This design comes from an exercise in tuning for small area, a short achievable clock period and few clock cycles on the open sky130 flow, not from production work. Function was checked by simulation only, so behaviour that the tests miss may differ from the original. Power is estimated from default activity; no workload was simulated.

<file path="run.sh">
#!/bin/bash
# synth_recipe.tcl (not shown) runs the flow's synth.tcl, then flattens the netlist and writes it again
# the make line also repeats each setting of config.mk as NAME=value (left out here)
make -C /OpenROAD-flow-scripts/flow DESIGN_CONFIG=/design/flow/config.mk WORK_HOME=/design/flow/orfs CLKGATE_MAP_FILE= SYNTH_SCRIPT=/design/flow/synth_recipe.tcl finish
</file>
<file path="constraint.sdc">
create_clock -name core_clock -period 8.0 [get_ports {clk}]
set_input_delay 1.6000 -clock core_clock [delete_from_list [all_inputs] [get_ports {clk}]]
set_output_delay 1.6000 -clock core_clock [all_outputs]
set_load 0.01 [all_outputs]
</file>
<file path="config.mk">
export PLATFORM = sky130hd
export DESIGN_NAME = zero_run_bitmap_decoder
export DESIGN_NICKNAME = zero_run_bitmap_decoder
export VERILOG_FILES = /design/flow/design.v
export SDC_FILE = /design/flow/constraint.sdc
export NUM_CORES = 4
export LEC_CHECK = 0
export CAP_MARGIN = 20
export CORE_MARGIN = 2
export CORE_UTILIZATION = 40
export SLEW_MARGIN = 20
</file>
<file path="design.v">
package zrbd_pkg;
    localparam int CMD_W   = 2;
    localparam int BYTE_W  = 8;
    localparam int CNT_W   = 13;
    localparam int BITSEL_W = 3;
    typedef logic [CMD_W-1:0]  cmd_t;
    typedef logic [BYTE_W-1:0] byte_t;
    typedef logic [CNT_W-1:0]  count_t;
    localparam cmd_t CMD_BEGIN = 2'd0;
    localparam cmd_t CMD_BYTE  = 2'd1;
    localparam cmd_t CMD_FILL  = 2'd2;
    localparam cmd_t CMD_QUERY = 2'd3;
    localparam byte_t CLEAR_BYTE = 8'h00;
    localparam byte_t FILL_BYTE  = 8'hff;
    localparam count_t COUNT_RESET = 13'd1;
endpackage
module zrbd_row_store #(
    parameter int DEPTH = 512,
    parameter int AW    = 9
) (
    input  logic                  clk,
    input  logic                  wr_en,
    input  logic [AW-1:0]         wr_addr,
    input  zrbd_pkg::byte_t       wr_data,
    input  logic                  rd_en,
    input  logic [AW-1:0]         rd_addr,
    output zrbd_pkg::byte_t       rd_data
);
    zrbd_pkg::byte_t mem [DEPTH];
    zrbd_pkg::byte_t rd_data_reg;
    always_ff @(posedge clk)
    begin
        if (wr_en)
        begin
            mem[wr_addr] <= wr_data;
        end
        if (rd_en)
        begin
            rd_data_reg <= mem[rd_addr];
        end
    end
    assign rd_data = rd_data_reg;
endmodule
module zero_run_bitmap_decoder #(
    parameter int MAX_CLUSTERS = 4096
) (
    input  logic                    clk,
    input  logic                    rst_n,
    input  logic                    cfg_valid,
    output logic                    cfg_ready,
    input  zrbd_pkg::count_t        cfg_data,
    input  logic                    in_valid,
    output logic                    in_stall,
    input  zrbd_pkg::cmd_t          cmd,
    input  zrbd_pkg::byte_t         data_byte,
    input  zrbd_pkg::count_t        cluster,
    output logic                    out_valid,
    input  logic                    out_stall,
    output logic                    visible
);
    localparam int STORE_BYTES = (MAX_CLUSTERS + 7) / 8;
    localparam int AW  = (STORE_BYTES > 1) ? $clog2(STORE_BYTES) : 1;
    localparam int PW  = $clog2(STORE_BYTES + 1);
    localparam int MCW = $clog2(MAX_CLUSTERS + 1);
    localparam int XW  = (MCW > zrbd_pkg::CNT_W) ? MCW : zrbd_pkg::CNT_W;
    localparam int SW  = ((PW > zrbd_pkg::BYTE_W) ? PW : zrbd_pkg::BYTE_W) + 1;
    zrbd_pkg::count_t   count_reg;
    logic [PW-1:0]      wpos_reg, wpos_next;
    logic               expect_reg, expect_next;
    logic               sweep_reg, sweep_next;
    logic               sweep_fill_reg, sweep_fill_next;
    logic [AW-1:0]      sweep_addr_reg, sweep_addr_next;
    logic               pend_reg, pend_next;
    logic               pend_hit_reg;
    logic [zrbd_pkg::BITSEL_W-1:0] pend_bit_reg;
    logic               out_valid_reg, out_valid_next;
    logic               visible_reg;
    logic [XW-1:0]      cnt_ext, eff;
    logic [XW:0]        eff_round;
    logic [PW-1:0]      len;
    logic [SW-1:0]      skip_sum;
    logic               accept, pend_move;
    logic               wr_en;
    logic [AW-1:0]      wr_addr;
    zrbd_pkg::byte_t    wr_data;
    zrbd_pkg::byte_t    rd_data;
    logic               rd_en;
    logic [AW-1:0]      rd_addr;
    logic               in_range;
    assign cfg_ready = 1'b1;
    always_comb
    begin
        cnt_ext = XW'(count_reg);
        if (cnt_ext == '0)
        begin
            eff = XW'(1);
        end
        else if (cnt_ext > XW'(MAX_CLUSTERS))
        begin
            eff = XW'(MAX_CLUSTERS);
        end
        else
        begin
            eff = cnt_ext;
        end
        eff_round = {1'b0, eff} + (XW + 1)'(7);
        len = PW'(eff_round >> 3);
    end
    assign pend_move = pend_reg && (!out_valid_reg || !out_stall);
    assign in_stall  = sweep_reg || (pend_reg && out_valid_reg && out_stall);
    assign accept    = in_valid && !in_stall;
    assign skip_sum = SW'(wpos_reg) + SW'(data_byte);
    assign in_range = XW'(cluster) < eff;
    assign rd_en    = accept && (cmd == zrbd_pkg::CMD_QUERY);
    assign rd_addr  = AW'(cluster >> zrbd_pkg::BITSEL_W);
    always_comb
    begin
        wpos_next       = wpos_reg;
        expect_next     = expect_reg;
        sweep_next      = sweep_reg;
        sweep_fill_next = sweep_fill_reg;
        sweep_addr_next = sweep_addr_reg;
        wr_en           = 1'b0;
        wr_addr         = wpos_reg[AW-1:0];
        wr_data         = data_byte;
        if (sweep_reg)
        begin
            wr_en   = 1'b1;
            wr_addr = sweep_addr_reg;
            wr_data = sweep_fill_reg ? zrbd_pkg::FILL_BYTE : zrbd_pkg::CLEAR_BYTE;
            sweep_addr_next = sweep_addr_reg + AW'(1);
            if (sweep_addr_reg == AW'(STORE_BYTES - 1))
            begin
                sweep_next = 1'b0;
            end
        end
        else if (accept)
        begin
            case (cmd)
                zrbd_pkg::CMD_BEGIN:
                begin
                    wpos_next       = '0;
                    expect_next     = 1'b0;
                    sweep_next      = 1'b1;
                    sweep_fill_next = 1'b0;
                    sweep_addr_next = '0;
                end
                zrbd_pkg::CMD_BYTE:
                begin
                    if (expect_reg)
                    begin
                        expect_next = 1'b0;
                        if (skip_sum > SW'(len))
                        begin
                            wpos_next = len;
                        end
                        else
                        begin
                            wpos_next = PW'(skip_sum);
                        end
                    end
                    else if (wpos_reg < len)
                    begin
                        if (data_byte != zrbd_pkg::CLEAR_BYTE)
                        begin
                            wr_en     = 1'b1;
                            wpos_next = wpos_reg + PW'(1);
                        end
                        else
                        begin
                            expect_next = 1'b1;
                        end
                    end
                end
                zrbd_pkg::CMD_FILL:
                begin
                    wpos_next       = PW'(STORE_BYTES);
                    expect_next     = 1'b0;
                    sweep_next      = 1'b1;
                    sweep_fill_next = 1'b1;
                    sweep_addr_next = '0;
                end
                default:
                begin
                end
            endcase
        end
    end
    always_comb
    begin
        pend_next = rd_en || (pend_reg && !pend_move);
        if (pend_move)
        begin
            out_valid_next = 1'b1;
        end
        else if (!out_stall)
        begin
            out_valid_next = 1'b0;
        end
        else
        begin
            out_valid_next = out_valid_reg;
        end
    end
    always_ff @(posedge clk or negedge rst_n)
    begin
        if (!rst_n)
        begin
            count_reg      <= zrbd_pkg::COUNT_RESET;
            wpos_reg       <= '0;
            expect_reg     <= 1'b0;
            sweep_reg      <= 1'b1;
            sweep_fill_reg <= 1'b0;
            sweep_addr_reg <= '0;
            pend_reg       <= 1'b0;
            out_valid_reg  <= 1'b0;
        end
        else
        begin
            if (cfg_valid && cfg_ready)
            begin
                count_reg <= cfg_data;
            end
            wpos_reg       <= wpos_next;
            expect_reg     <= expect_next;
            sweep_reg      <= sweep_next;
            sweep_fill_reg <= sweep_fill_next;
            sweep_addr_reg <= sweep_addr_next;
            pend_reg       <= pend_next;
            out_valid_reg  <= out_valid_next;
        end
    end
    always_ff @(posedge clk)
    begin
        if (rd_en)
        begin
            pend_hit_reg <= in_range;
            pend_bit_reg <= cluster[zrbd_pkg::BITSEL_W-1:0];
        end
        if (pend_move)
        begin
            visible_reg <= pend_hit_reg && rd_data[pend_bit_reg];
        end
    end
    zrbd_row_store #(
        .DEPTH (STORE_BYTES),
        .AW    (AW)
    ) u_store (
        .clk     (clk),
        .wr_en   (wr_en),
        .wr_addr (wr_addr),
        .wr_data (wr_data),
        .rd_en   (rd_en),
        .rd_addr (rd_addr),
        .rd_data (rd_data)
    );
    assign out_valid = out_valid_reg;
    assign visible   = visible_reg;
endmodule
</file>
==> reports/results.txt <==
Slew @ Worst Pin: 1.17 ns
Synth Area in Compound Gates: 0.0146
Main combinational cell family by area after synthesis: multiplexers
CTS tree: done
Fill cell count: 32963
H-tree levels: 5
Critical path endpoint category: register
1st-pass router iterations: 5
Clock root buffer: clkbuf_16
Critical-path maximum fanout: 22
Sequential Power Share: 0.536
Synth area leader: edfxtp_1
Ys flop type: edfxtp_1
Worst-path clk slew: 0.06 ns
Slew Limit Headroom: 0.215
Post_cts resized: 0
Die area: 409000 sq um
Grt total ovfl: 0
Max VDD drop: 0.181 mV
TritonCTS Buffers: 418
YS warnings: 2
Logic pwr share: 0.041
# rows: 233
Max reg flops: 4096
Fin nets: 7363
Clock group share of total power: 0.423
Vias in the first global route: 77300
WL per Instance: 31.0 um
Ys async rst share: 0.00892
Vias: 75644
Leak: 47.3 nW
Dpl hpwl: 243000 um
Post-layout instance area: 182000 sq um
DR iter-0 viols: 8626
Die Height: 640 um
Remaining DRCs: 0
Power per cell area: 244 nW/um^2
Post-Syn Instances: 7085
HP Class: register to register
Post-Synth XOR/XNOR Area: 0.00127
CTS hold repair buffers: 0
Clock Latency Late Sink: 0.97 ns
Antenna violations before repair: 10
Sequential cell area: 124000 sq um
Core Box Area: 403000 sq um
Post-synth EDFFs: 4109
Sw power: 9.20 mW
Cells on worst reg2reg path: 14
Dpl cells: 12263
Wirelength, routed: 403000 um
Synthesized area: 162000 sq um
Post-Syn Nets: 7170
Setup-failing EPs final: 0
Die width: 640 um
Mux cell area share after synthesis: 0.180
Internal Power: 35.2 mW
Max Slew Vio Count: 0
I/O Pins: 45
Post-DP Area: 169000 sq um
Yosys reg bits: 4146
DR vias/cell: 5.82
Setup CP Type: register to register
Layout cells sized above 1: 0.271
Post-synthesis sequential area ratio: 0.769
Post-synthesis simple-gate area fraction: 0.0198
Fin crit period: 5.86 ns
Initial Util: 0.402
Synth top area cells: edfxtp_1, mux4_2, nor2_1, dfrtp_1, buf_2
Fin crit share: 0.732
Multi-input combinational cell area: 35700 sq um
Antenna viol nets, final: 0
Unrepaired setup endpoints after global routing: false
Post-CTS Setup Repair Bufs: 0
Worst hold stages: 1
Post-Syn Area per Cell: 22.8 sq um
Status: finished clean
Distinct cells, synth: 78
Clk_skew: 0.0541 ns
Largest net degree at the start of global routing: 167
Non-Filler Instances: 12997
Area growth syn-to-layout: 12.6%
Worst Path Arrival: 6.42 ns
CP startpoint kind: register
Hold Vio Cnt, Final: 0
Critical path required time: 8.56 ns
Clock sink count: 4146
Synth Area in Adders: 0.00345
Peak Freq: 171 MHz
Max-cap violations: 0
Clock Path Buffers: 4
Switch share: 0.207
Buffers on Ports: 43
First-pass GRT wire length: 577000 um
Total GRT Usage: 0.195
Setup_tns: 0 ns
Routability Congestion: 0.844
Post-synth top area share: 0.763
-- through the flow --
stage | total power [mW] | utilization | hold WS [ns] | setup WS (ns)
after floorplan | 25.5 | - | 0.466 | 0.743
after detailed placement | 26.1 | 0.420 | 0.493 | 1.41
final | 44.4 | 0.452 | 0.524 | 2.14
after CTS | 44.7 | 0.452 | 0.516 | 2.05
after global placement | 26.1 | 0.420 | 0.489 | 1.40
after global routing | 45.6 | 0.452 | 0.542 | 1.90
-- cell families after synthesis --
| kind of cell | after synthesis |
|---|---|
| AO/OA/AOI/OAI | 333 |
| XOR/XNOR | 21 |
| adder cells (fa/ha/maj) | 44 |
| buffers and inverters | 458 |
| flip-flops | 4146 |
| multiplexers | 1303 |
| other | 1 |
| AND/OR/NAND/NOR | 779 |
-- critical path, stage by stage (launching register included) --
cell	delay (ns)
dfstp_2	0.63
o31ai_4	0.15
nor4_4	0.38
nor2b_1	0.24
nand2_1	0.09
xor2_1	0.25
inv_1	0.10
ha_1	0.20
a2111o_1	0.37
a211oi_2	0.37
o311ai_2	0.27
a21oi_2	0.51
nand2_4	0.56
buf_4	0.46
nor2_1	0.80
-- cell usage in the layout, fill, tap and decap left out, types with 35 or more instances in the layout --
cell / count
nor2_1: 554
buf_4: 107
clkbuf_1: 86
clkdlybuf4s50_1: 36
a22oi_1: 81
o21ai_0: 41
dfrtp_1: 35
ha_1: 43
clkbuf_16: 424
clkinv_1: 96
mux4_2: 1282
buf_12: 49
a21oi_1: 56
bufinv_16: 35
edfxtp_1: 4109
nand2_1: 103
a22o_1: 44
clkinv_2: 69
-- cell usage after synthesis (8+ instances only) --
cell,instances
edfxtp_1,4109
ha_1,43
nand2_1,119
nor2b_1,10
a221oi_1,9
mux4_2,1282
nor2_1,555
nor3_1,29
a22o_1,44
mux2i_1,10
a22oi_1,81
clkbuf_1,203
inv_1,32
a31oi_1,16
and3_1,9
mux2_2,11
nand3_1,13
a21oi_1,56
xor2_1,8
buf_2,161
o21ai_0,50
dfrtp_1,35
o22ai_1,10
xnor2_1,11
buf_1,43
buf_4,18
-- power groups by stage --
stage,combinational (mW),sequential (mW),clock [mW]
after floorplan,1.16,24.3,0
after global placement,1.83,24.3,0
after detailed placement,1.84,24.3,0
after CTS,1.84,23.8,19.1
after global routing,1.93,23.8,19.9
final,1.82,23.8,18.8
-- final timing paths --
| check | slack, ns | to | from |
|---|---|---|---|
| hold reg to reg | 0.52 | out_valid_reg | pend_reg |
| setup reg to reg | 2.14 | u_store.mem[310][0] | count_reg[0] |
| hold / removal | 0.52 | out_valid_reg | pend_reg |
| max in group asynchronous | 6.91 | count_reg[8] | rst_n |
| min in group asynchronous | 0.63 | pend_reg | rst_n |
| setup / recovery | 2.14 | u_store.mem[310][0] | count_reg[0] |
-- per-layer routing --
| metal | track usage | up-vias | wire length (um) |
|---|---|---|---|
| met5 | 0.00106 | - | 77 |
| met3 | 0.0324 | 513 | 29600 |
| li1 | - | 30480 | - |
| met2 | 0.315 | 3198 | 197000 |
| met1 | 0.275 | 41447 | 166000 |
| met4 | 0.0504 | 6 | 10700 |
-- area by class of cell --
| cell class | count | share of cell area |
|---|---|---|
| Sequential cell | 4146 | 0.683 |
| Multi-Input combinational cell | 2481 | 0.196 |
| Clock buffer | 511 | 0.0601 |
| Tap cell | 5405 | 0.0371 |
| Timing Repair Buffer | 199 | 0.0124 |
| Clock inverter | 221 | 0.0109 |
| Inverter | 32 | 0.000660 |
| Antenna cell | 2 | 0.0000275 |
Testbench counts, summed over its fixed seeds: cycles 183,413.

## what the ideal ports hide
The flow's constraints put no driver on any port. The routed layout listed below was extracted and timed again, unchanged, in two steps.
Step 1, drivers: a clkbuf_16 drives clk and a buf_2 each remaining input, both assumed.
Step 2 moves the port delays by t, midway between the first and last clock arrival at a register: inputs arrive t later, outputs are due t later. That takes back most of the time a late clock gives input paths.
Slacks: ideal / step 1 / step 2; pairs: ideal / step 1.
shift t [ns]: 1.046
slack for setup (ns): 2.142 / 2.142 / 1.314
latest minus earliest clock arrival (ns): 0.058 / 0.059
worst slew at a driven data input, ns: 0.09
pins driven straight from the clock port: 1
After both steps this run still meets setup and hold. The setup slack of this run moves by 0.000 ns with the drivers and by -0.828 ns with both steps.
